Context: an optimization exercise on an open-source flow, tuned for small area, a short achievable clock period and few clock cycles per item. The choices shown serve that exercise and are no tape-out recipe. Only simulation tests tie the RTL to the original design; equivalence was not proved.

==> flow/design.v, too long to show whole: its modules and the start of the top module <==
// module mandel_iter_pipe: 78 lines
// module mandel_step: 1730 lines
module mandel_iter_pipe #(
    parameter int WIDTH  = 16,
    parameter int FRAC   = 13,
    parameter int ITER_W = 8,
    parameter int STAGES = 4
) (
    input  logic              Clk,
    input  logic              Reset,
    input  logic              in_valid,
    output logic              in_ready,
    input  logic [WIDTH-1:0]  in_x,
    input  logic [WIDTH-1:0]  in_y,
    input  logic [WIDTH-1:0]  in_c1,
    input  logic [WIDTH-1:0]  in_c2,
    input  logic [ITER_W-1:0] in_div,
    input  logic              in_done,
    input  logic [ITER_W-1:0] max_iter,
    output logic              out_valid,
    input  logic              out_ready,
    output logic [WIDTH-1:0]  out_x,
    output logic [WIDTH-1:0]  out_y,
    output logic [WIDTH-1:0]  out_c1,
    output logic [WIDTH-1:0]  out_c2,
    output logic [ITER_W-1:0] out_div,
    output logic              out_done
);
  // ...
==> flow/run.sh <==
#!/bin/bash
# synth_recipe.tcl (not shown) runs the flow's synth.tcl, then flattens the netlist and writes it again
# the make line also repeats each setting of config.mk as NAME=value (left out here)
make -C /OpenROAD-flow-scripts/flow DESIGN_CONFIG=/design/flow/config.mk WORK_HOME=/design/flow/orfs CLKGATE_MAP_FILE= SYNTH_SCRIPT=/design/flow/synth_recipe.tcl finish
==> flow/config.mk <==
export PLATFORM = sky130hd
export DESIGN_NAME = mandel_iter_pipe
export DESIGN_NICKNAME = mandel_iter_pipe
export VERILOG_FILES = /design/flow/design.v
export SDC_FILE = /design/flow/constraint.sdc
export NUM_CORES = 4
export LEC_CHECK = 0
export CAP_MARGIN = 20
export CORE_MARGIN = 2
export CORE_UTILIZATION = 40
export SETUP_SLACK_MARGIN = 5
export SLEW_MARGIN = 20
==> flow/constraint.sdc <==
create_clock -name core_clock -period 14.0 [get_ports {Clk}]
set_input_delay 2.8000 -clock core_clock [delete_from_list [all_inputs] [get_ports {Clk}]]
set_output_delay 2.8000 -clock core_clock [all_outputs]
set_load 0.01 [all_outputs]
==> summary.md, run 1 <==
| Metric | Value |
|---|---|
| Count leader, synth | `inv_1` |
| Fin Setup TNS | `0 ns` |
| Largest family of logic cells by synthesized area | `adder cells` |
| Well Taps | `2672` |
| Netlist Area Pre-Place | `0.08084 sq mm` |
| F_max | `0.1149 GHz` |
| Final setup margin | `5.294 ns` |
| Fin crit share | `62.19%` |
| Worst r2r path cells | `23` |
| # setup viols final | `0` |
| #MultiIn Comb | `5627` |
| Critical Path Source Type | `register` |
| Sequential cell area fraction in the yosys report | `a little over an eighth` |
| Layout cells sized above 1 | `3.857%` |
| Sequential Area | `0.01109 sq mm` |
| WL final | `233200 um` |
| Cts hold-fix bufs | `0` |
| Reg-to-Reg End | `b_q[1][60]` |
| Outcome | `complete, no violations` |
| Most frequent cells in the layout | `inv_1 (2160), fa_1 (1644), and2_1 (896)` |
| Root Driver | `clkbuf_16` |
| Vias/cell | `between 5 and 6` |
| Met2 Wirelength | `118300 um` |
| Largest register FFs | `365` |
| DRT antenna net count | `0` |
| Total CTS buffers | `48` |
| Largest reg by FF count | `b_q` |
| Critical Path Most Common Cell | `fa_1` |
| Initial antenna violation count | `5` |
| Num ports | `160` |
| Worst hold slack | `~0.45 ns` |
| RD Place Congestion | `between 0.9 and 1` |
| Worst Hold Class | `reg -> reg` |
| Max_slew headroom | `31.31%` |
| Die height | `453.5 um` |
| NumNets Final | `10854` |
| Wirelength per Cell | `20.72 um` |
| Worst-path maximum fanout | `35` |
| HP Start | `b_q[0][11]` |
| DRT Pass-1 Iters | `5` |
| Syn nets | `10844` |
| Number of post-CTS setup repair buffers | `0` |
Testbench counts, summed over its fixed seeds: cycles 3,240, items 3,200.
==> run 2: changes to the inputs <==
--- a/flow/config.mk
+++ b/flow/config.mk
@@ -10,3 +10,2 @@
 export CORE_UTILIZATION = 40
-export SETUP_SLACK_MARGIN = 5
 export SLEW_MARGIN = 20
==> run 2 against run 1 <==
  * First-iteration DRC count is 2.3% lower
  * Final area barely moved
  * Core utilization about the same
  * Non-clock buffer count shrank 15
  * Synthesized cell count is the same
  * Global-route usage barely moved
  * Die area unchanged
  * Worst setup slack worse by 0.49 ns
  * Register-to-register slack worse by 0.49 ns
  * Critical path type unchanged
  * Highest routed layer unchanged
==> summary.md, run 2 <==
| Metric | Value |
|---|---|
| Yosys reg bits | `between 300 and 400` |
| Crit path cell chain | `buf_4 -> clkinv_1 -> nor2_1 -> fa_1 -> fa_1 -> fa_1 -> inv_1 -> fa_1 -> fa_1 -> fa_1 -> inv_1 -> fa_1 -> ha_1 -> nand2_1 -> o21ai_0 -> a32o_1 -> or4b_1 -> o311ai_0 -> a311oi_1 -> nor4bb_1 -> o31ai_2 -> buf_4 -> nor2_4 -> mux2_2` |
| Critical Path Most Common Cell | `fa_1` |
| Worst Hold Class | `reg -> reg` |
| Most frequent cells in the layout | `inv_1 (2161), fa_1 (1644), and2_1 (896)` |
| Crit-path leading delay family | `adder cells` |
| Slowest cell on the critical path | `nor2_4` |
| Remaining DRCs | `0` |
| DRT antenna net count | `0 (unchanged)` |
| Largest reg by FF count | `b_q` |
| CTS tree | `built` |
| Sequential cell area fraction in the yosys report | `13.71% (unchanged)` |
| Tot GR Track Use | `23.26%` |
| CP Class | `reg -> reg` |
| Number of synthesized flops with an enable pin | `approximately 370` |
| RSZ-0062 raised after global routing | `no` |
| Clk pin slew, worst setup/hold paths | `0.06 ns` |
| Die Area | `just over 0.2 sq mm` |
| Layout cells sized above 1 | `3.722% (-0.14 points)` |
| Worst-Skew Late Latency | `approximately 0.69 ns` |
| Post-route cell area | `0.08724 sq mm` |
| # setup viols final | `0 (unchanged)` |
| F_max | `0.1087 GHz (-5.4%)` |
| Via Count | `between 50000 and 60000` |
| Fill cells | `about 20000` |
| Cts hold-fix bufs | `0 (unchanged)` |
| Die Span X | `about 450 um` |
| Area share of the largest cell type after synthesis | `40.71%` |
| Die height | `453.5 um (unchanged)` |
| Netlist Area Pre-Place | `0.08084 sq mm (unchanged)` |
| Num ports | `160 (unchanged)` |
| Core area | `0.2015 sq mm` |
| WP data required | `14.39 ns` |
| H-tree depth | `2` |
| Worst-path maximum fanout | `33 (-5.7%)` |
| Root Driver | `clkbuf_16` |
| Largest net degree at the start of global routing | `136` |
| Largest register FFs | `365 (unchanged)` |
| Post-synthesis mux area share | `roughly 1.5%` |
| Initial DRC count | `3619` |
| Worst slew pin tran | `1.051 ns` |
| Initial antenna violation count | `6 (+1)` |
| Count leader, synth | `inv_1` |
| Dominant cell type by area after synthesis | `fa_1` |
| FFs w/ async S/R, synth | `around 1.4%` |
| Dpl hpwl | `about 180000 um` |
| Post-synth top cells | `inv_1 (2161), fa_1 (1644), and2_1 (896), nand2_1 (777), ha_1 (580)` |
| R2R Setup Slk | `4.80 ns` |
| Worst Path Arrival | `9.59 ns` |
| Placement Cell Area | `0.08545 sq mm` |
| Critical Path Source Type | `register` |
| Critical path's largest stage delay | `around 0.82 ns` |
| Max_slew headroom | `29.80% (-1.5 points)` |
| Worst Skew | `0.05784 ns` |
| Syn nets | `10844 (unchanged)` |
| Crit path time final | `between 9 and 10 ns` |
| IO buf count | `159` |
| Vias/cell | `5.103 (about the same)` |
| Yosys warning count | `6` |
| Fin crit share | `65.71% (+3.5 points)` |
| Top cells by area, synth | `fa_1 (41%), edfxtp_1 (14%), inv_1 (10%)` |
| Number of post-CTS setup repair buffers | `0 (unchanged)` |
| Post-synthesis simple-gate area fraction | `14.55%` |
| Initial Util | `40.12%` |
| Global-route wire length before repair | `367100 um` |
| Final number of hold-violating endpoints | `0` |
| Netlist cell types | `92` |
| Worst hold slack | `0.4397 ns (-0.01034 ns)` |
| Synthesized instance count | `approximately 8500` |
| CP Buf/Inv Count | `5` |
| Fin Setup TNS | `0 ns (unchanged)` |
| Synth Area in Adders | `49.69%` |
| Max_cap viols | `0` |
| Largest family of logic cells by synthesized area | `adder cells` |
| Average cell area after synthesis | `~9.5 sq um` |
| Clk sinks | `370` |
| Crit end category | `register` |
| Biggest regs | `b_q x365, v_q x5` |
| DRT Pass-1 Iters | `6 (+1)` |
| Grt ovf | `0` |
| RD Place Congestion | `0.9517 (+3.6%)` |
| Synth Area in Compound Gates | `between 5 and 6%` |
| Outcome | `complete, no violations` |
| Commonest non-fill, non-tap cell in the layout | `inv_1` |
| Wirelength per Cell | `20.80 um (+0.37%)` |
| NumNets Final | `10840 (-0.13%)` |
| Vias in the first global route | `63142` |
| WL final | `233900 um (+0.27%)` |
| Deepest clock path buffer count | `3` |
| Synthesis-to-layout area growth | `7.926%` |
| Total CTS buffers | `50 (+4.2%)` |
| Post-Synth XOR/XNOR Area | `about 3.1%` |
| Site Rows | `165` |
| Final Max Tran Viols | `0` |
| Top_reg_cell synth | `edfxtp_1` |
| Post-cts repair resize count | `0` |
[run 2: cell counts after synthesis]
No cell type changed its count.
[run 2: area by class of cell]
class                      instances  area [sq um]  share of cell area [%]
antenna                            1         2.502                0.002868
clock buffer                      56          1284                   1.471
clock inverter                    36         491.7                  0.5636
inverter                        2189          8217                   9.418
multi-input combinational       5626         60200                   69.00
sequential                       370         11090                   12.71
tap                             2672          3343                   3.832
timing repair buffer             294          2625                   3.009
[run 2: logic make-up (layout without fill, tap and decap cells)]
group | count (synthesis) | after routing
compound gates | 705 | 705
xor+xnor | 283 | 283
fa+ha+maj | 2224 | 2224
buf+inv | 2539 | 2575
flops | 370 | 370
mux | 109 | 109
other cells | 0 | 1
simple gates | 2305 | 2305
[run 2: path summary, 6_finish.rpt]
| check | cells past startpoint | from | to |
|---|---|---|---|
| max | 24 | b_q[1][66] | b_q[2][58] |
| min | 0 | b_q[2][36] | b_q[3][36] |
| max reg2reg | 24 | b_q[1][66] | b_q[2][58] |
| min reg2reg | 0 | b_q[2][36] | b_q[3][36] |
| max in group asynchronous | 2 | Reset | v_q[3] |
| min in group asynchronous | 2 | Reset | v_q[0] |
[run 2: through the flow]
stage                     cells  setup slack (ns)  utilization, %
after detailed placement  11150             4.984           42.41
final                     11244             4.800           43.30
after global placement    11150             5.072           42.41
after CTS                 11242             4.965           43.29
after global routing      11243             4.521           43.30
after floorplan            8535             3.673               -
[run 2: worst reg2reg max path: cells and delay by family (launching register included)]
kind / cells / cell delay (ns)
simple gates: 5 / 1.82
fa+ha+maj: 8 / 3.72
mux: 1 / 0.47
flops: 1 / 0.32
compound gates: 5 / 1.51
buf+inv: 5 / 1.08
[run 2: metal layers]
metal	up-vias	wire length (um)	GRT usage, %
li1	25439	-	-
met1	29699	92940	28.84
met2	1809	117300	41.16
met3	425	12730	2.607
met4	4	10860	9.448
met5	-	25	0
==> run 3: changes to the inputs <==
==> flow/flow/run.sh (new file) <==
#!/bin/bash
set -euo pipefail
MARGIN=${MARGIN:-7}
bash standard.sh SETUP_SLACK_MARGIN=$MARGIN finish > standard_make.log 2>&1
==> flow/standard.sh (new file) <==
#!/bin/bash
# synth_recipe.tcl (not shown) runs the flow's synth.tcl, then flattens the netlist and writes it again
# the make line also repeats each setting of config.mk as NAME=value (left out here)
make -C /OpenROAD-flow-scripts/flow DESIGN_CONFIG=/design/flow/config.mk WORK_HOME=/design/flow/orfs CLKGATE_MAP_FILE= SYNTH_SCRIPT=/design/flow/synth_recipe.tcl "${@:-finish}"
removed: flow/run.sh
==> run 3 against run 2 <==
  * Still clean
  * Critical path depth is 2 higher
  * Register-to-register slack improved by 1.9 ns
  * Synthesized cell count unchanged
  * Die area is the same
  * Final area rose by 11%
  * Sequential share of layout area decreased by 1.3 points
  * First-iteration DRC count is 20% higher
  * Cell count is 4.3% higher
  * Global-route usage increased by 2.8 points
  * Critical path type unchanged
==> summary.md, run 3 <==
| Metric | Value |
|---|---|
| Top_reg_cell synth | `edfxtp_1` |
| Largest net degree at the start of global routing | `142 (+4.4%)` |
| Syn nets | `10844 (unchanged)` |
| Yosys warning count | `6 (unchanged)` |
| Final number of hold-violating endpoints | `0 (unchanged)` |
| Core area | `0.2015 sq mm (unchanged)` |
| Count leader, synth | `inv_1` |
| Commonest non-fill, non-tap cell in the layout | `inv_1` |
| Worst-path maximum fanout | `8 (-76%)` |
| Sequential Area | `0.01109 sq mm (unchanged)` |
| Total CTS buffers | `49 (-2.0%)` |
| Remaining DRCs | `0 (unchanged)` |
| Worst-Skew Late Latency | `0.68 ns (about the same)` |
| Post-synth top cells | `inv_1 (2161), fa_1 (1644), and2_1 (896), nand2_1 (777), ha_1 (580)` |
| Clk sinks | `370 (unchanged)` |
| WL final | `267600 um (+14%)` |
| DRT antenna net count | `0 (unchanged)` |
| Die Span X | `453.5 um (unchanged)` |
| Clk pin slew, worst setup/hold paths | `0.07 ns (about the same)` |
| Yosys reg bits | `370 (unchanged)` |
| Vias in the first global route | `66111 (+4.7%)` |
| NumNets Final | `11323 (+4.5%)` |
| Num ports | `160 (unchanged)` |
| Sequential cell area fraction in the yosys report | `13.71% (unchanged)` |
| Initial Util | `40.12% (unchanged)` |
| Cts hold-fix bufs | `0 (unchanged)` |
| FFs w/ async S/R, synth | `1.351% (unchanged)` |
| CP Class | `reg -> reg` |
| Root Driver | `clkbuf_16` |
| HP Start | `b_q[0][16]` |
| WP data required | `14.50 ns (+0.11 ns)` |
| Placement Cell Area | `0.08580 sq mm (+0.41%)` |
| Most frequent cells in the layout | `inv_1 (2097), fa_1 (1524), and2_1 (874)` |
| F_max | `0.1373 GHz (+26%)` |
| Fill cells | `18523 (-5.6%)` |
| Post-layout util | `48.20% (+4.9 points)` |
| Largest register FFs | `365 (unchanged)` |
| Critical path's largest stage delay | `0.56 ns (-0.26 ns)` |
| Largest reg by FF count | `b_q` |
| Worst R2R Start | `b_q[3][57]` |
| Final Max Tran Viols | `0 (unchanged)` |
| Grt ovf | `0 (unchanged)` |
| RSZ-0062 raised after global routing | `yes` |
| Max_cap viols | `0 (unchanged)` |
| Initial DRC count | `4356 (+20%)` |
| DRT Pass-1 Iters | `5 (-1)` |
| Via Count | `61212 (+6.7%)` |
| Deepest clock path buffer count | `3 (unchanged)` |
| Dpl hpwl | `176300 um (-0.81%)` |
| Worst Path Arrival | `7.78 ns (-1.81 ns)` |
| Critical Path Source Type | `register` |
| Max_slew headroom | `28.80% (-0.99 points)` |
| Crit end category | `register` |
| Netlist Area Pre-Place | `0.08084 sq mm (unchanged)` |
| Biggest regs | `b_q x365, v_q x5` |
| RD Place Congestion | `0.9182 (-3.5%)` |
| Worst Hold Class | `reg -> reg` |
| CTS tree | `built` |
| Vias/cell | `5.220 (+2.3%)` |
| Dominant cell type by area after synthesis | `fa_1` |
| Critical Path Most Common Cell | `fa_1` |
| Crit path time final | `7.284 ns (-1.916 ns)` |
| Crit-path leading delay family | `adder cells` |
| Area occupied by multi-input gates | `0.06261 sq mm (+4.0%)` |
| Netlist cell types | `92 (unchanged)` |
| IO buf count | `159 (unchanged)` |
| Tot GR Track Use | `26.02% (+2.8 points)` |
| Number of synthesized flops with an enable pin | `365 (unchanged)` |
| Global-route wire length before repair | `402500 um (+9.6%)` |
| Worst hold slack | `0.4579 ns (+0.01820 ns)` |
| Synthesized instance count | `8535 (unchanged)` |
| Wirelength per Cell | `22.82 um (+9.7%)` |
| Die Area | `0.2057 sq mm (unchanged)` |
| Site Rows | `165 (unchanged)` |
| Area share of the largest cell type after synthesis | `40.71% (unchanged)` |
| Outcome | `complete, no violations` |
| Worst Skew | `0.03995 ns (-0.01788 ns)` |
| Fin Setup TNS | `0 ns (unchanged)` |
| Average cell area after synthesis | `9.471 sq um (unchanged)` |
| H-tree depth | `2 (unchanged)` |
| Initial antenna violation count | `13 (+7)` |
| Die height | `453.5 um (unchanged)` |
| # setup viols final | `0 (unchanged)` |
| Crit path launch | `b_q[3][57]` |
| CP Buf/Inv Count | `8 (+3)` |
| Fin crit share | `52.03% (-14 points)` |
| Slowest cell on the critical path | `fa_1` |
| Top cells by area, synth | `fa_1 (41%), edfxtp_1 (14%), inv_1 (10%)` |
| Worst slew pin tran | `1.041 ns (-0.009509 ns)` |
| Layout cells sized above 1 | `13.98% (+10 points)` |
| Post-route cell area | `0.09713 sq mm (+11%)` |
| Synthesis-to-layout area growth | `20.15%` |
## run 3: cell types whose count changed in the layout (fill, tap and decap cells not counted), moves of 40 or more
cell       previous run  this run
o21ai_0             166       124
fa_1               1644      1524
bufbuf_16             0        65
buf_4               133       348
buf_6                 0        53
ha_4                  0        43
mux2_4                0        67
inv_2                 6        46
buf_12                1       114
inv_1              2161      2097
mux2_2               56         6
ha_1                580       530
fa_2                  0       120
## run 3: metrics by stage
step | std cells | worst slack (ns)
after floorplan | 8535 | 6.932
final | 11726 | 6.716
after CTS | 11637 | 6.769
after global placement | 11150 | 5.253
after detailed placement | 11150 | 5.294
after global routing | 11723 | 6.572
## run 3: per-layer routing
| layer | vias up | global-route usage (%) | routed length, um |
|---|---|---|---|
| met3 | 711 | 3.850 | 19030 |
| met5 | - | 0 | 109 |
| met4 | 16 | 14.26 | 18110 |
| li1 | 26478 | - | - |
| met1 | 31598 | 31.12 | 99910 |
| met2 | 2409 | 44.96 | 130500 |
## run 3: layout make-up
class	count	area share (%)
multi-input combinational	5626	64.46
sequential	370	11.41
timing repair buffer	778	10.38
inverter	2189	8.667
tap	2672	3.442
clock buffer	59	1.301
clock inverter	29	0.3246
antenna	3	0.007729
## run 3: worst reg2reg max path, stage by stage, from the launching register on
cell	delay (ns)
edfxtp_1	0.45
buf_12	0.18
and2_4	0.14
fa_1	0.54
inv_2	0.05
fa_2	0.37
fa_1	0.50
inv_2	0.04
fa_2	0.49
fa_2	0.39
fa_1	0.55
inv_2	0.05
fa_1	0.56
ha_4	0.23
a21o_1	0.21
a21oi_4	0.20
o221ai_4	0.15
or3_1	0.35
o221a_4	0.28
xnor2_4	0.17
xnor2_2	0.13
o211ai_1	0.17
buf_4	0.18
buf_6	0.14
buf_12	0.15
clkbuf_16	0.19
o31ai_2	0.25
## run 3: worst paths after layout
kind	cells after the start	slack, ns	endpoint
worst max-delay path	26	6.72	b_q[4][66]
worst max register to register	26	6.72	b_q[4][66]
worst min register to register	0	0.46	b_q[1][16]
min in group asynchronous	2	2.33	v_q[4]
max in group asynchronous	2	11.50	v_q[0]
worst min-delay path	0	0.46	b_q[1][16]
## run 3: cell families (layout without fill, tap and decap cells)
| kind of cell | after synthesis | in the layout | share of synthesized area (%) |
|---|---|---|---|
| AO/OA/AOI/OAI | 705 | 705 | 5.650 |
| XOR/XNOR | 283 | 283 | 3.085 |
| adder cells (fa/ha/maj) | 2224 | 2224 | 49.69 |
| buffers and inverters | 2539 | 3055 | 11.84 |
| flip-flops | 370 | 370 | 13.71 |
| multiplexers | 109 | 109 | 1.463 |
| other | 0 | 3 | 0 |
| AND/OR/NAND/NOR | 2305 | 2305 | 14.55 |
## run 3: what timing repair did
item	4_1_cts	5_1_grt
pin swaps	214	138
gates cloned	79	13
endpoints found under the setup margin	164	163
gates resized for setup	671	290
hold endpoints to repair	0	0
setup buffers	320	73
==> run 4: changes to the inputs <==
==> flow/flow/run.sh (replaced) <==
#!/bin/bash
set -euo pipefail
MARGIN=${MARGIN:-6.5}
R=orfs/results/sky130hd/mandel_iter_pipe/base
bash standard.sh SETUP_SLACK_MARGIN=$MARGIN synth > standard_synth.log 2>&1
python3 flow/fa_polarity.py $R/1_2_yosys.v $R/1_2_yosys_pol.v > fa_polarity.log 2>&1
mv $R/1_2_yosys_pol.v $R/1_2_yosys.v
rm -f $R/1_synth.odb $R/1_synth.sdc
bash standard.sh SETUP_SLACK_MARGIN=$MARGIN finish > standard_make.log 2>&1
==> flow/flow/fa_polarity.py (new file) <==
#!/usr/bin/env python3
"""Remove inverters around full-adder cells of a Yosys netlist by complementing full adders.

A full adder is self-dual: complementing its three inputs complements both outputs. This
pass picks, for every sky130 fa cell, whether to use it on complemented signals, so that as
few signals as possible need an inverter, then rebuilds the netlist with one inverter per
signal that some load needs complemented. Usage: fa_polarity.py IN.v OUT.v"""
import re
import sys
from collections import defaultdict

OUT_PINS = {"X", "Y", "Q", "Q_N", "SUM", "COUT", "HI", "LO", "GCLK"}
CELL_RE = re.compile(r"^  (sky130_fd_sc_hd__\w+) (\S+)\s+\($")
PIN_RE = re.compile(r"^    \.(\w+)\((.*)\),?$")


def main(src, dst):
    lines = open(src).read().split("\n")
    # module header / declarations up to the first cell, cells, trailer
    cells = []          # [type, name, [(pin, net)]]
    head, tail = [], []
    i = 0
    while i < len(lines):
        m = CELL_RE.match(lines[i])
        if m:
            pins = []
            i += 1
            while lines[i] != "  );":
                pm = PIN_RE.match(lines[i])
                assert pm, lines[i]
                pins.append([pm.group(1), pm.group(2).strip()])
                i += 1
            cells.append([m.group(1), m.group(2), pins])
        elif cells:
            tail.append(lines[i])
        else:
            head.append(lines[i])
        i += 1
    assert not any("assign" in l for l in tail + head), "assign statements not handled"
    assert not any("sky130_fd_sc_hd__" in l for l in tail), "unparsed cell"
    ports_out = set()
    for l in head:
        m = re.match(r"^  output (\[(\d+):(\d+)\] )?(\S+);$", l)
        if m:
            if m.group(1):
                for b in range(int(m.group(3)), int(m.group(2)) + 1):
                    ports_out.add(f"{m.group(4)}[{b}]")
            else:
                ports_out.add(m.group(4))

    def is_inv(c):
        return re.match(r"sky130_fd_sc_hd__(clk)?inv_\d+$", c[0]) is not None

    driver = {}
    for ci, c in enumerate(cells):
        for p, n in c[2]:
            if p in OUT_PINS:
                driver[n] = (ci, p)
    # inverters we may remove: not driving an output port
    inv_in = {}
    removable = set()
    for ci, c in enumerate(cells):
        if is_inv(c):
            d = dict(c[2])
            if d["Y"] not in ports_out:
                inv_in[d["Y"]] = d["A"]
                removable.add(ci)

    def base(n):
        f = 0
        while n in inv_in:
            n = inv_in[n]
            f ^= 1
        return n, f

    is_fa = [c[0].startswith("sky130_fd_sc_hd__fa_") for c in cells]
    # sinks: (cell index, pin index) with base net and required inversion
    sink_base, sink_inv, sink_cell = [], [], []
    net_sinks = defaultdict(list)
    for ci, c in enumerate(cells):
        if ci in removable:
            continue
        for pi, (p, n) in enumerate(c[2]):
            if p in OUT_PINS:
                continue
            b, f = base(n)
            s = len(sink_base)
            sink_base.append(b)
            sink_inv.append(f)
            sink_cell.append((ci, pi))
            net_sinks[b].append(s)
    flip = [0] * len(cells)
    need = defaultdict(int)      # base net -> number of sinks needing an inverter
    for s, b in enumerate(sink_base):
        need[b] += sink_inv[s]

    def cost(b):
        return 1 if need[b] > 0 else 0

    fa_in = defaultdict(list)    # fa cell -> its input sinks
    for s, (ci, pi) in enumerate(sink_cell):
        if is_fa[ci]:
            fa_in[ci].append(s)
    fa_out = {ci: [n for p, n in cells[ci][2] if p in ("SUM", "COUT")]
              for ci in range(len(cells)) if is_fa[ci]}
    before = sum(cost(b) for b in list(need))

    def apply(ci):
        for s in fa_in[ci]:
            need[sink_base[s]] += 1 - 2 * sink_inv[s]
            sink_inv[s] ^= 1
        for o in fa_out[ci]:
            for s in net_sinks[o]:
                need[o] += 1 - 2 * sink_inv[s]
                sink_inv[s] ^= 1
        flip[ci] ^= 1

    def delta(ci):
        nets = {sink_base[s] for s in fa_in[ci]} | set(fa_out[ci])
        c0 = sum(cost(b) for b in nets)
        apply(ci)
        c1 = sum(cost(b) for b in nets)
        apply(ci)
        return c1 - c0

    # a full adder driving an output port keeps its polarity
    fas = [ci for ci in range(len(cells)) if is_fa[ci] and not set(fa_out[ci]) & ports_out]
    for it in range(20):
        moved = 0
        for ci in fas:
            if delta(ci) < 0:
                apply(ci)
                moved += 1
        if not moved:
            break
    after = sum(cost(b) for b in list(need))
    # rebuild
    newinv = {}
    out_cells = []
    k = 0
    for b in sorted(need):
        if need[b] > 0:
            nn = f"_polinv_{k}_"
            newinv[b] = nn
            out_cells.append(["sky130_fd_sc_hd__inv_1", f"_polinv_cell_{k}_", [["A", b], ["Y", nn]]])
            k += 1
    for s in range(len(sink_base)):
        ci, pi = sink_cell[s]
        b = sink_base[s]
        cells[ci][2][pi][1] = newinv[b] if sink_inv[s] else b
    body = []
    for ci, c in enumerate(cells):
        if ci not in removable:
            out_cells.append(c)
    decl = [f"  wire {nn};" for nn in newinv.values()]
    for c in out_cells:
        body.append(f"  {c[0]} {c[1]} (" if not c[1].startswith("\\") else f"  {c[0]} {c[1]}  (")
        body.append(",\n".join(f"    .{p}({n} )" if n.startswith("\\") else f"    .{p}({n})"
                                for p, n in c[2]))
        body.append("  );")
    # the head ends just before the first cell: declarations go there
    out = head + decl + body + tail
    open(dst, "w").write("\n".join(out))
    sys.stderr.write(f"fa_polarity: {len(fas)} full adders, {sum(flip)} complemented; "
                     f"inverters {len(removable)} removable -> {k} (signals needing one: {before} -> {after})\n")


if __name__ == "__main__":
    main(sys.argv[1], sys.argv[2])
==> run 4 against run 3 <==
  * Still clean
  * Wire length down 11%
  * Highest routed layer unchanged
  * Non-clock buffer count down 247
  * Largest cell class unchanged
  * Critical path depth down 3
  * Clock-buffer cell count down 8
  * Critical endpoint is now b_q[1][2]
  * Synthesized cell count down 13%
  * Final area down 11%
  * First-iteration DRC count down 11%
==> summary.md, run 4 <==
| Metric | Value |
|---|---|
| Initial antenna violation count | `6 (-7)` |
| Wirelength per Cell | `23.33 um (+2.2%)` |
| Placement Cell Area | `0.08107 sq mm (-5.5%)` |
| Deepest clock path buffer count | `3 (unchanged)` |
| Core area | `0.1904 sq mm (-5.5%)` |
| Fin crit share | `52.45% (+0.42 points)` |
| Clk pin slew, worst setup/hold paths | `0.08 ns (about the same)` |
| Outcome | `complete, no violations` |
| Cts hold-fix bufs | `0 (unchanged)` |
| RD Place Congestion | `0.9173 (about the same)` |
| Syn nets | `9736 (-10%)` |
| Final Max Tran Viols | `0 (unchanged)` |
| Netlist Area Pre-Place | `0.07668 sq mm (-5.1%)` |
| Worst Hold Class | `reg -> reg` |
| WL final | `238100 um (-11%)` |
| Largest register FFs | `365 (unchanged)` |
| CP Class | `reg -> reg` |
| F_max | `0.1362 GHz (-0.80%)` |
| Fin Setup TNS | `0 ns (unchanged)` |
| Initial Util | `40.28% (+0.16 points)` |
| DRT antenna net count | `0 (unchanged)` |
| Via Count | `54804 (-10%)` |
| Num ports | `160 (unchanged)` |
| Largest reg by FF count | `b_q` |
| Die height | `441.8 um (-2.6%)` |
| Site Rows | `160 (-3.0%)` |
| Layout cells sized above 1 | `9.384% (-4.6 points)` |
| Die Span X | `441.8 um (-2.6%)` |
| Biggest regs | `b_q x365, v_q x5` |
| Worst-path maximum fanout | `33 (+25)` |
| H-tree depth | `2 (unchanged)` |
| RSZ-0062 raised after global routing | `no` |
| Tot GR Track Use | `24.01% (-2.0 points)` |
| Synthesis-to-layout area growth | `13.33%` |
| Vias in the first global route | `60326 (-8.8%)` |
| NumNets Final | `9967 (-12%)` |
| Commonest non-fill, non-tap cell in the layout | `fa_1` |
| Dpl hpwl | `169600 um (-3.8%)` |
| Cell Count, Final, Fillers Out | `10208 (-13%)` |
| Area occupied by multi-input gates | `0.06104 sq mm (-2.5%)` |
| Crit end category | `register` |
| Post-route cell area | `0.08690 sq mm (-11%)` |
| Largest net degree at the start of global routing | `85 (-40%)` |
| Worst-Skew Late Latency | `0.67 ns (about the same)` |
| Vias/cell | `5.369 (+2.8%)` |
| Max_cap viols | `0 (unchanged)` |
| Worst slew pin tran | `1.069 ns (+0.02827 ns)` |
| Yosys warning count | `6 (unchanged)` |
| Synthesized instance count | `7427 (-13%)` |
| Worst Path Arrival | `7.74 ns (-0.04 ns)` |
| Post-layout util | `45.65% (-2.6 points)` |
| Fill cells | `17683 (-4.5%)` |
| Average cell area after synthesis | `10.32 sq um (+9.0%)` |
| CTS tree | `built` |
| Crit path time final | `7.343 ns (+0.05854 ns)` |
| IO buf count | `159 (unchanged)` |
| DRT Pass-1 Iters | `6 (+1)` |
| # setup viols final | `0 (unchanged)` |
| Placed cells | `9879 (-11%)` |
| Grt ovf | `0 (unchanged)` |
| Root Driver | `clkbuf_16` |
| Remaining DRCs | `0 (unchanged)` |
| Final number of hold-violating endpoints | `0 (unchanged)` |
| Total CTS buffers | `46 (-6.1%)` |
| Initial DRC count | `3866 (-11%)` |
| Max_slew headroom | `28.71% (-0.090 points)` |
| Most frequent cells in the layout | `fa_1 (1593), inv_1 (1040), and2_1 (896)` |
| Worst Skew | `0.03557 ns (-0.004387 ns)` |
| Critical Path Source Type | `register` |
| Sequential Area | `0.01109 sq mm (unchanged)` |
| Die Area | `0.1952 sq mm (-5.1%)` |
| Global-route wire length before repair | `359600 um (-11%)` |
| Clk sinks | `370 (unchanged)` |
| WP data required | `14.40 ns (-0.10 ns)` |
run 4: changes by cell type in the layout (fill, tap and decap cells not counted), sizes merged:
| cell | delta |
|---|---|
| nor2 | +1 |
| bufinv | -1 |
| bufbuf | -59 |
| buf | -201 |
| clkinv | -14 |
| and3 | +1 |
| clkbuf | +5 |
| inv | -1109 |
| clkinvlp | +20 |
run 4: per-stage QoR:
stage               hold WS (ns)  setup slack [ns]
floorplan                 0.4264             6.552
global placement          0.4403             5.253
detailed placement        0.4462             5.089
CTS                       0.4632             6.504
global route              0.4734             6.479
finish                    0.4625             6.657
run 4: path summary, 6_finish.rpt:
| path | start | to | slack, ns | depth (start not counted) |
|---|---|---|---|---|
| setup / recovery | b_q[0][67] | b_q[1][2] | 6.66 | 23 |
| min in group asynchronous | Reset | v_q[3] | 2.33 | 2 |
| hold / removal | v_q[3] | v_q[4] | 0.46 | 1 |
| setup reg to reg | b_q[0][67] | b_q[1][2] | 6.66 | 23 |
| hold reg to reg | v_q[3] | v_q[4] | 0.46 | 1 |
| max in group asynchronous | Reset | v_q[0] | 11.50 | 2 |
run 4: worst max-delay path, cell delays in order (launching register included):
cell and delay (ns):
edfxtp_1 0.39, buf_8 0.21, and2_1 0.19, fa_1 0.50, inv_1 0.05, fa_2 0.33, fa_1 0.47, fa_2 0.50
fa_1 0.39, inv_1 0.08, fa_1 0.44, fa_1 0.55, ha_4 0.23, a21o_1 0.15, a21o_1 0.20, a21oi_2 0.18
a21oi_1 0.09, or4_4 0.58, o31ai_4 0.29, xnor2_2 0.13, xnor2_2 0.28, buf_4 0.19, and3_4 0.32, mux2_2 0.36
run 4: timing repair:
item,in CTS,in global routing
gates resized for setup,181,261
setup endpoints to repair,164,154
setup buffers,98,105
cloned,12,27
pin swaps,28,71
run 4: per-layer routing:
layer | GRT usage, % | up-vias | routed length [um]
li1 | - | 23726 | -
met1 | 29.76 | 28622 | 92750
met2 | 41.98 | 1947 | 118200
met3 | 3.388 | 503 | 15410
met4 | 9.944 | 6 | 11740
met5 | 0 | - | 46
run 4: layout make-up:
cell class,count,area share [%]
clock inverters,33,0.3585
diodes,3,0.008639
well taps,2511,3.615
multi-input cells,5628,70.24
repair buffers,531,6.826
inverters,1081,4.846
flip-flops and latches,370,12.76
clock buffers,51,1.346
==> run 5: changes to the inputs <==
--- a/flow/flow/run.sh
+++ b/flow/flow/run.sh
@@ -2,3 +2,3 @@
 set -euo pipefail
-MARGIN=${MARGIN:-6.5}
+MARGIN=${MARGIN:-7}
 R=orfs/results/sky130hd/mandel_iter_pipe/base
==> run 5 against run 4 <==
  * Still clean
  * Wire length grew 4.7%
  * Register-to-register slack gained 0.05 ns
  * Core utilization grew 2.2 points
  * Critical path depth grew 2
  * First-iteration DRC count grew 3.9%
  * Maximum frequency grew 0.71%
  * Global-route usage grew 1.4 points
  * Via count grew 3.0%
  * Final area grew 4.9%
==> summary.md, run 5 <==
| Metric | Value |
|---|---|
| Remaining DRCs | `0 (unchanged)` |
| Final setup margin | `6.709 ns (+0.05208 ns)` |
| Syn nets | `9736 (unchanged)` |
| Site Rows | `160 (unchanged)` |
| Max_slew headroom | `31.23% (+2.5 points)` |
| Die height | `441.8 um (unchanged)` |
| Synthesized instance count | `7427 (unchanged)` |
| Fin crit share | `52.08% (-0.37 points)` |
| Crit path time final | `7.291 ns (-0.05208 ns)` |
| Biggest regs | `b_q x365, v_q x5` |
| # setup viols final | `0 (unchanged)` |
| WP data required | `14.43 ns (+0.03 ns)` |
| Crit end category | `register` |
| Vias in the first global route | `61399 (+1.8%)` |
| Critical path's largest stage delay | `0.61 ns (+0.03 ns)` |
| CP Buf/Inv Count | `8 (+4)` |
| NumNets Final | `10154 (+1.9%)` |
| Vias/cell | `5.424 (+1.0%)` |
| Die Area | `0.1952 sq mm (unchanged)` |
| Netlist Area Pre-Place | `0.07668 sq mm (unchanged)` |
| DRT antenna net count | `0 (unchanged)` |
| Final number of hold-violating endpoints | `0 (unchanged)` |
| Worst-Skew Late Latency | `0.69 ns (+0.02 ns)` |
| Cts hold-fix bufs | `0 (unchanged)` |
| Root Driver | `clkbuf_16` |
| Outcome | `complete, no violations` |
| CTS tree | `built` |
| IO buf count | `159 (unchanged)` |
| Clk sinks | `370 (unchanged)` |
| Die Span X | `441.8 um (unchanged)` |
| Num ports | `160 (unchanged)` |
| Layout cells sized above 1 | `14.75% (+5.4 points)` |
| RSZ-0062 raised after global routing | `yes` |
| Deepest clock path buffer count | `3 (unchanged)` |
| Via Count | `56424 (+3.0%)` |
| CP Class | `reg -> reg` |
| Total CTS buffers | `49 (+6.5%)` |
| Critical Path Source Type | `register` |
| Commonest non-fill, non-tap cell in the layout | `fa_1` |
| Most frequent cells in the layout | `fa_1 (1545), inv_1 (1021), and2_1 (889)` |
| Average cell area after synthesis | `10.32 sq um (unchanged)` |
| Worst-path maximum fanout | `8 (-76%)` |
| Largest reg by FF count | `b_q` |
| Max_cap viols | `0 (unchanged)` |
| Global-route wire length before repair | `376700 um (+4.8%)` |
| Slowest cell on the critical path | `fa_2` |
| Synthesis-to-layout area growth | `18.84%` |
| H-tree depth | `2 (unchanged)` |
| Wirelength per Cell | `23.97 um (+2.7%)` |
| Dpl hpwl | `169800 um (+0.12%)` |
| Worst slew pin tran | `1.032 ns (-0.03775 ns)` |
| F_max | `0.1372 GHz (+0.71%)` |
| Grt ovf | `0 (unchanged)` |
| DP Worst Slack | `5.105 ns (+0.01623 ns)` |
| Crit-path leading delay family | `adder cells` |
| Initial Util | `40.28% (unchanged)` |
| RD Place Congestion | `0.9264 (+0.99%)` |
| Initial DRC count | `4017 (+3.9%)` |
| Tot GR Track Use | `25.40% (+1.4 points)` |
| Largest net degree at the start of global routing | `83 (-2.4%)` |
| Fin Setup TNS | `0 ns (unchanged)` |
| DRT Pass-1 Iters | `5 (-1)` |
| Worst Hold Class | `reg -> reg` |
| Final Max Tran Viols | `0 (unchanged)` |
| Worst Skew | `0.03777 ns (+0.002208 ns)` |
| Yosys warning count | `6 (unchanged)` |
| Initial antenna violation count | `11 (+5)` |
| Critical Path Most Common Cell | `fa_2` |
| WL final | `249300 um (+4.7%)` |
| Worst Path Arrival | `7.72 ns (-0.02 ns)` |
| Clk pin slew, worst setup/hold paths | `0.06 ns (-0.02 ns)` |
| Core area | `0.1904 sq mm (unchanged)` |
| Largest register FFs | `365 (unchanged)` |
run 5: routing by layer:
layer / vias to the layer above / track usage, % / share of wire, %
li1: 24114 / - / -
met1: 29663 / 31.52 / 39
met2: 2063 / 43.63 / 49
met3: 578 / 3.630 / 6.3
met4: 6 / 12.07 / 5.6
met5: - / 0 / 0.016
run 5: final cells by class:
cell class              instances  area, sq um
diodes                          7        17.52
clock buffers                  52         1257
clock inverters                38        430.4
fillers                     17297        99260
inverters                    1081         4219
multi-input cells            5627        62510
flip-flops and latches        370        11090
well taps                    2511         3142
repair buffers                716         8459
run 5: repair_timing:
action / in CTS / in global routing
setup buffers: 265 / 100
pin swaps: 179 / 177
resized for setup: 613 / 295
endpoints found under the setup margin: 165 / 163
gates cloned: 43 / 18
run 5: path summary, 6_finish.rpt:
kind | from | slack, ns | endpoint | depth (start not counted)
worst max-delay path | b_q[2][62] | 6.71 | b_q[3][60] | 25
worst min-delay path | b_q[1][40] | 0.46 | b_q[2][40] | 0
worst max register to register | b_q[2][62] | 6.71 | b_q[3][60] | 25
worst min register to register | b_q[1][40] | 0.46 | b_q[2][40] | 0
max in group asynchronous | Reset | 11.47 | v_q[3] | 2
min in group asynchronous | Reset | 2.36 | v_q[2] | 2
run 5: metrics by stage:
step           utilization, %  hold slack [ns]  area (sq um)  cells
2_1_floorplan               -           0.4264         76990   7427
3_3_place_gp            42.66           0.4421         81210   9878
3_5_place_dp            42.67           0.4465         81230   9879
4_1_cts                 46.64           0.4632         88790  10277
5_1_grt                 47.85           0.4778         91110  10397
6_report                47.86           0.4600         91120  10402
==> run 6: changes to the inputs <==
==> flow/flow/run.sh (replaced) <==
#!/bin/bash
set -euo pipefail
MARGIN=${MARGIN:-6.5}
R=orfs/results/sky130hd/mandel_iter_pipe/base
bash standard.sh SETUP_SLACK_MARGIN=$MARGIN synth > standard_synth.log 2>&1
python3 flow/polarity.py $R/1_2_yosys.v $R/1_2_yosys_pol.v "$FLOW_HOME/platforms/sky130hd/lib/sky130_fd_sc_hd__tt_025C_1v80.lib" > polarity.log 2>&1
mv $R/1_2_yosys_pol.v $R/1_2_yosys.v
rm -f $R/1_synth.odb $R/1_synth.sdc
bash standard.sh SETUP_SLACK_MARGIN=$MARGIN finish > standard_make.log 2>&1
==> flow/flow/polarity.py (new file) <==
#!/usr/bin/env python3
"""Remove inverters from a Yosys sky130 netlist without changing its logic or its registers.

Every inverter is taken out, and each signal is then given the polarity that needs the fewest
new inverters and the least area: a full adder (self-dual: complementing its three inputs
complements both outputs) may be used on complemented signals, and a single-output gate may
be swapped for the gate computing the complement of its output (and2 <-> nand2, a21o <->
a21oi, ...). One inverter is then added per signal that some load still needs complemented.
Flip-flops, ports and the nets driving ports keep their polarity. Usage: polarity.py IN.v OUT.v"""
import re
import sys
from collections import defaultdict

OUT_PINS = {"X", "Y", "Q", "Q_N", "SUM", "COUT", "HI", "LO", "GCLK"}
CELL_RE = re.compile(r"^  (sky130_fd_sc_hd__\w+) (\S+)\s+\($")
PIN_RE = re.compile(r"^    \.(\w+)\((.*)\),?$")
P = "sky130_fd_sc_hd__"
INV_AREA = 3.7536
# complementary single-output families: (positive, inverted); both keep the input pins
PAIRS = [("and2", "nand2"), ("or2", "nor2"), ("xor2", "xnor2"), ("and3", "nand3"),
         ("or3", "nor3"), ("and4", "nand4"), ("or4", "nor4"), ("a21o", "a21oi"),
         ("o21a", "o21ai"), ("a22o", "a22oi"), ("o22a", "o22ai"), ("a211o", "a211oi"),
         ("o211a", "o211ai"), ("a31o", "a31oi"), ("o31a", "o31ai"), ("a32o", "a32oi"),
         ("a41o", "a41oi"), ("a221o", "a221oi"), ("o221a", "o221ai"), ("a311o", "a311oi"),
         ("o311a", "o311ai"), ("a2111o", "a2111oi"), ("o2111a", "o2111ai"),
         ("and2b", "nand2b"), ("or2b", "nor2b"), ("and3b", "nand3b"), ("or3b", "nor3b"),
         ("and4b", "nand4b"), ("or4b", "nor4b"), ("a21bo", "a21boi"), ("o21ba", "o21bai"),
         ("a2bb2o", "a2bb2oi"), ("o2bb2a", "o2bb2ai"), ("buf", "inv"), ("mux2", "mux2i"),
         ("xor3", "xnor3")]


def lib_areas(lib):
    txt = open(lib).read()
    areas = {}
    for m in re.finditer(r'cell \("sky130_fd_sc_hd__(\w+)"\) \{(.*?)\n        area : ([\d.]+);', txt, re.S):
        areas[m.group(1)] = float(m.group(3))
    return areas


def main(src, dst, lib):
    areas = lib_areas(lib)
    fam_of = {}
    comp = {}
    for a, b in PAIRS:
        fam_of[a] = (a, b)
        fam_of[b] = (a, b)

    def smallest(fam):
        c = [(areas[n], n) for n in areas if re.fullmatch(fam + r"_\d+", n)]
        return min(c)[1] if c else None

    lines = open(src).read().split("\n")
    cells, head, tail = [], [], []
    i = 0
    while i < len(lines):
        m = CELL_RE.match(lines[i])
        if m:
            pins = []
            i += 1
            while lines[i] != "  );":
                pm = PIN_RE.match(lines[i])
                assert pm, lines[i]
                pins.append([pm.group(1), pm.group(2).strip()])
                i += 1
            cells.append([m.group(1), m.group(2), pins])
        elif cells:
            tail.append(lines[i])
        else:
            head.append(lines[i])
        i += 1
    assert not any("assign" in l for l in tail + head), "assign statements not handled"
    assert not any(P in l for l in tail), "unparsed cell"
    ports_out = set()
    for l in head:
        m = re.match(r"^  output (\[(\d+):(\d+)\] )?(\S+);$", l)
        if m:
            if m.group(1):
                for b in range(int(m.group(3)), int(m.group(2)) + 1):
                    ports_out.add(f"{m.group(4)}[{b}]")
            else:
                ports_out.add(m.group(4))

    def ctype(ci):
        return cells[ci][0][len(P):]

    def family(ci):
        return re.sub(r"_\d+$", "", ctype(ci))

    # removable inverters: all but those driving an output port
    inv_in = {}
    removable = set()
    for ci, c in enumerate(cells):
        if family(ci) in ("inv", "clkinv"):
            d = dict(c[2])
            if d["Y"] not in ports_out:
                inv_in[d["Y"]] = d["A"]
                removable.add(ci)

    def base(n):
        f = 0
        while n in inv_in:
            n = inv_in[n]
            f ^= 1
        return n, f

    driver = {}
    for ci, c in enumerate(cells):
        if ci in removable:
            continue
        for p, n in c[2]:
            if p in OUT_PINS:
                driver[n] = ci
    is_fa = [family(ci) == "fa" for ci in range(len(cells))]
    # swappable single-output drivers (not driving a port)
    swap = {}
    for ci in range(len(cells)):
        if ci in removable:
            continue
        fam = family(ci)
        if fam in fam_of:
            outs = [n for p, n in cells[ci][2] if p in OUT_PINS]
            if len(outs) == 1 and outs[0] not in ports_out:
                pos, neg = fam_of[fam]
                sp, sn = smallest(pos), smallest(neg)
                if sp and sn:
                    cur_neg = fam == neg
                    # area of the driver if its output is the cell's current function (0) or
                    # the complement (1)
                    a_cur = areas[ctype(ci)]
                    a_cmp = areas[sp if cur_neg else sn]
                    swap[outs[0]] = (ci, a_cur, a_cmp)

    sink_base, sink_e, sink_cell = [], [], []
    net_sinks = defaultdict(list)
    for ci, c in enumerate(cells):
        if ci in removable:
            continue
        for pi, (p, n) in enumerate(c[2]):
            if p in OUT_PINS:
                continue
            b, f = base(n)
            s = len(sink_base)
            sink_base.append(b)
            sink_e.append(f)
            sink_cell.append((ci, pi))
            net_sinks[b].append(s)
    # nets feeding output ports directly count as sinks that want the net itself
    port_sinks = defaultdict(int)
    for n in ports_out:
        b, f = base(n)
        if b != n:
            # the port is driven by a kept inverter chain; nothing to do
            pass
    flip = [0] * len(cells)
    n1 = defaultdict(int)
    ntot = defaultdict(int)
    for s, b in enumerate(sink_base):
        n1[b] += sink_e[s]
        ntot[b] += 1

    def ph_fixed(b):
        ci = driver.get(b)
        if ci is not None and is_fa[ci]:
            return flip[ci]
        return 0

    def cost(b):
        if b in swap:
            _, a0, a1 = swap[b]
            return min(a0 + (INV_AREA if n1[b] > 0 else 0.0),
                       a1 + (INV_AREA if n1[b] < ntot[b] else 0.0))
        ph = ph_fixed(b)
        bad = n1[b] > 0 if ph == 0 else n1[b] < ntot[b]
        return INV_AREA if bad else 0.0

    fa_in = defaultdict(list)
    for s, (ci, pi) in enumerate(sink_cell):
        if is_fa[ci]:
            fa_in[ci].append(s)
    fa_out = {ci: [n for p, n in cells[ci][2] if p in ("SUM", "COUT")]
              for ci in range(len(cells)) if is_fa[ci]}

    def apply(ci):
        for s in fa_in[ci]:
            n1[sink_base[s]] += 1 - 2 * sink_e[s]
            sink_e[s] ^= 1
        flip[ci] ^= 1

    def delta(ci):
        nets = {sink_base[s] for s in fa_in[ci]} | set(fa_out[ci])
        c0 = sum(cost(b) for b in nets)
        apply(ci)
        c1 = sum(cost(b) for b in nets)
        apply(ci)
        return c1 - c0

    allnets = set(n1) | set(swap)
    before = sum(cost(b) for b in allnets)
    fas = [ci for ci in range(len(cells)) if is_fa[ci] and not set(fa_out[ci]) & ports_out]
    for it in range(30):
        moved = 0
        for ci in fas:
            if delta(ci) < -1e-9:
                apply(ci)
                moved += 1
        if not moved:
            break
    after = sum(cost(b) for b in allnets)
    # physical polarity of every net
    ph = {}
    nswap = 0
    for b in allnets:
        if b in swap:
            _, a0, a1 = swap[b]
            c0 = a0 + (INV_AREA if n1[b] > 0 else 0.0)
            c1 = a1 + (INV_AREA if n1[b] < ntot[b] else 0.0)
            ph[b] = 1 if c1 < c0 - 1e-9 else 0
        else:
            ph[b] = ph_fixed(b)
    for b, p in ph.items():
        if p and b in swap:
            ci = swap[b][0]
            fam = family(ci)
            pos, neg = fam_of[fam]
            new = smallest(pos if fam == neg else neg)
            outpin = "Y" if fam == pos else "X"
            if fam in ("xor3", "xnor3"):
                outpin = "X"
            cells[ci][0] = P + new
            cells[ci][2] = [[outpin if pp in OUT_PINS else pp, nn] for pp, nn in cells[ci][2]]
            nswap += 1
    newinv = {}
    out_cells = []
    k = 0
    for s in range(len(sink_base)):
        b = sink_base[s]
        ci, pi = sink_cell[s]
        need = sink_e[s] ^ ph.get(b, 0)
        if need and b not in newinv:
            nn = f"_polinv_{k}_"
            newinv[b] = nn
            out_cells.append([P + "inv_1", f"_polinv_cell_{k}_", [["A", b], ["Y", nn]]])
            k += 1
        cells[ci][2][pi][1] = newinv[b] if need else b
    for ci, c in enumerate(cells):
        if ci not in removable:
            out_cells.append(c)
    decl = [f"  wire {nn};" for nn in newinv.values()]
    body = []
    for c in out_cells:
        body.append(f"  {c[0]} {c[1]} (" if not c[1].startswith("\\") else f"  {c[0]} {c[1]}  (")
        body.append(",\n".join(f"    .{p}({n} )" if n.startswith("\\") else f"    .{p}({n})"
                                for p, n in c[2]))
        body.append("  );")
    open(dst, "w").write("\n".join(head + decl + body + tail))
    sys.stderr.write(f"polarity: {len(fas)} full adders, {sum(flip)} complemented, {nswap} gates "
                     f"swapped; inverters {len(removable)} -> {k}; area of the choices "
                     f"{before:.0f} -> {after:.0f} um2\n")


if __name__ == "__main__":
    main(sys.argv[1], sys.argv[2], sys.argv[3])
removed: flow/flow/fa_polarity.py
==> run 6 against run 5 <==
  * Register-to-register slack worse by 0.19 ns
  * Clock-buffer cell count increased by 11
  * Still clean
  * Wire length shrank 4.3%
==> summary.md, run 6 <==
| Metric | Value |
|---|---|
| Layout cells sized above 1 | `10.98% (-3.8 points)` |
| Largest net degree at the start of global routing | `155 (+87%)` |
| DRT antenna net count | `0 (unchanged)` |
| Vias in the first global route | `60085 (-2.1%)` |
| Placement Cell Area | `0.07994 sq mm (-1.6%)` |
| RSZ-0062 raised after global routing | `yes` |
| F_max | `0.1337 GHz (-2.6%)` |
| Yosys warning count | `6 (unchanged)` |
| Remaining DRCs | `0 (unchanged)` |
| Worst-path maximum fanout | `5 (-3)` |
| Dpl hpwl | `168300 um (-0.88%)` |
| Tot GR Track Use | `24.82% (-0.59 points)` |
| Die Area | `0.1923 sq mm (-1.5%)` |
| Slowest cell on the critical path | `fa_1` |
| # setup viols final | `0 (unchanged)` |
| Final number of hold-violating endpoints | `0 (unchanged)` |
| Grt ovf | `0 (unchanged)` |
| Largest reg by FF count | `b_q` |
| Clk pin slew, worst setup/hold paths | `0.06 ns (about the same)` |
| Vias/cell | `5.450 (+0.48%)` |
| Site Rows | `159 (-0.63%)` |
| Core area | `0.1876 sq mm (-1.5%)` |
| WP data required | `14.41 ns (-0.02 ns)` |
| WP depth | `26 (+4.0%)` |
| Fin Setup TNS | `0 ns (unchanged)` |
| Worst hold slack | `0.4498 ns (-0.01028 ns)` |
| Crit path time final | `7.482 ns (+0.1910 ns)` |
| Hold path depth | `0 (unchanged)` |
| Max_slew headroom | `21.17% (-10 points)` |
| Most frequent cells in the layout | `fa_1 (1558), nand2_1 (1124), inv_1 (931)` |
| Clk sinks | `370 (unchanged)` |
| Max_cap viols | `0 (unchanged)` |
| Post-route cell area | `0.08674 sq mm (-4.8%)` |
| Biggest regs | `b_q x365, v_q x5` |
| NumNets Final | `9903 (-2.5%)` |
| Crit end category | `register` |
| Worst Path Arrival | `7.89 ns (+0.17 ns)` |
| Synthesized instance count | `7330 (-1.3%)` |
| Netlist Area Pre-Place | `0.07551 sq mm (-1.5%)` |
| DRT Pass-1 Iters | `5 (unchanged)` |
| Initial DRC count | `3939 (-1.9%)` |
| CP Buf/Inv Count | `8 (unchanged)` |
| Worst-Skew Late Latency | `0.67 ns (-0.02 ns)` |
| Critical Path Source Type | `register` |
| WL final | `238500 um (-4.3%)` |
| Fin crit share | `53.44% (+1.4 points)` |
| Deepest clock path buffer count | `3 (unchanged)` |
| Crit-path leading delay family | `adder cells` |
| Critical Path Most Common Cell | `fa_2` |
| Die height | `438.5 um (-0.75%)` |
| Total CTS buffers | `47 (-4.1%)` |
| Global-route wire length before repair | `362100 um (-3.9%)` |
| H-tree depth | `2 (unchanged)` |
| Die Span X | `438.5 um (-0.75%)` |
| RD Place Congestion | `0.9158 (-1.1%)` |
| Average cell area after synthesis | `10.30 sq um (-0.21%)` |
| Outcome | `complete, no violations` |
| Worst r2r path cells | `26 (+4.0%)` |
| Root Driver | `clkbuf_16` |
| Initial Util | `40.25% (about the same)` |
| Critical path's largest stage delay | `0.60 ns (about the same)` |
| Initial antenna violation count | `11 (unchanged)` |
| Wirelength per Cell | `23.55 um (-1.7%)` |
| CP Class | `reg -> reg` |
| Commonest non-fill, non-tap cell in the layout | `fa_1` |
| Largest register FFs | `365 (unchanged)` |
| IO buf count | `159 (unchanged)` |
| Cts hold-fix bufs | `0 (unchanged)` |
| Post-layout util | `46.24% (-1.6 points)` |
| Worst slew pin tran | `1.170 ns (+0.1386 ns)` |
| Syn nets | `9639 (-1.0%)` |
| Worst Skew | `0.04219 ns (+0.004416 ns)` |
| Worst Hold Class | `reg -> reg` |
| Via Count | `55199 (-2.2%)` |
| Synthesis-to-layout area growth | `14.87%` |
| Num ports | `160 (unchanged)` |
| CTS tree | `built` |
| Final Max Tran Viols | `0 (unchanged)` |
-- run 6: area by class of cell --
cell class | count | area (sq um)
well taps | 2495 | 3122
clock inverters | 24 | 262.8
inverters | 987 | 3875
repair buffers | 559 | 6470
fillers | 17302 | 100900
flip-flops and latches | 370 | 11090
multi-input cells | 5627 | 60660
clock buffers | 63 | 1246
repair inverters | 2 | 15.01
diodes | 1 | 2.502
-- run 6: routing by layer --
| metal | GRT usage [%] | routed length (um) |
|---|---|---|
| met1 | 30.14 | 89540 |
| met2 | 43.09 | 118100 |
| met3 | 3.842 | 16800 |
| met4 | 11.81 | 14010 |
| met5 | 0 | 76 |
-- run 6: path summary, 6_finish.rpt --
check / from / endpoint / slack (ns)
max in group asynchronous: Reset / v_q[0] / 11.47
worst min-delay path: b_q[0][10] / b_q[1][10] / 0.45
worst max register to register: b_q[2][62] / b_q[3][53] / 6.52
min in group asynchronous: Reset / v_q[4] / 2.36
worst min register to register: b_q[0][10] / b_q[1][10] / 0.45
worst max-delay path: b_q[2][62] / b_q[3][53] / 6.52
-- run 6: repair_timing --
| action | CTS | global route |
|---|---|---|
| setup endpoints to repair | 164 | 143 |
| gates resized for setup | 342 | 272 |
| pin swaps | 74 | 126 |
| gates cloned | 24 | 14 |
| setup buffers | 155 | 77 |
-- run 6: through the flow --
step | instances | setup WS, ns
floorplan | 7330 | 6.501
global placement | 9770 | 4.671
detailed placement | 9770 | 4.454
CTS | 10036 | 6.481
global route | 10128 | 6.378
finish | 10128 | 6.518
-- run 6: worst register-to-register path, delay by kind of cell, from the launching register on --
kind                     cells  cell delay (ns)
XOR/XNOR                     2             0.36
AO/OA/AOI/OAI                5             1.21
flip-flops                   1             0.39
AND/OR/NAND/NOR              2             0.64
buffers and inverters        8             1.03
multiplexers                 1             0.32
adder cells (fa/ha/maj)      8             3.30

what the ideal ports hide:
The flow's constraints put no driver on any port. The routed layouts listed below were extracted and timed again, unchanged, in two steps. Step 1 sets driving cells, clkbuf_16 on the clock port and buf_2 on the other inputs (assumed; they add their load-dependent delay and slew). Step 2 also shifts input and output timing later by t, the mid clock arrival at the registers, as if the neighbouring blocks saw the same clock. Slacks: ideal ports / drivers / drivers and shift; pairs: ideal ports / drivers.
| run | t (ns) | setup slack, ns | clock arrival spread, ns | worst data-port slew with drivers (ns) |
|---|---|---|---|---|
| run 1 | 0.714 | 5.294 / 5.294 / 5.294 | 0.047 / 0.047 | 0.08 |
| run 2 | 0.747 | 4.800 / 4.800 / 4.800 | 0.057 / 0.058 | 0.11 |
| run 3 | 0.747 | 6.716 / 6.716 / 6.716 | 0.042 / 0.042 | 0.06 |
| run 4 | 0.730 | 6.657 / 6.657 / 6.657 | 0.036 / 0.035 | 0.06 |
| run 5 | 0.756 | 6.709 / 6.709 / 6.709 | 0.037 / 0.037 | 0.15 |
| run 6 | 0.724 | 6.518 / 6.518 / 6.518 | 0.042 / 0.043 | 0.16 |
After both steps setup and hold are still met in every run listed.
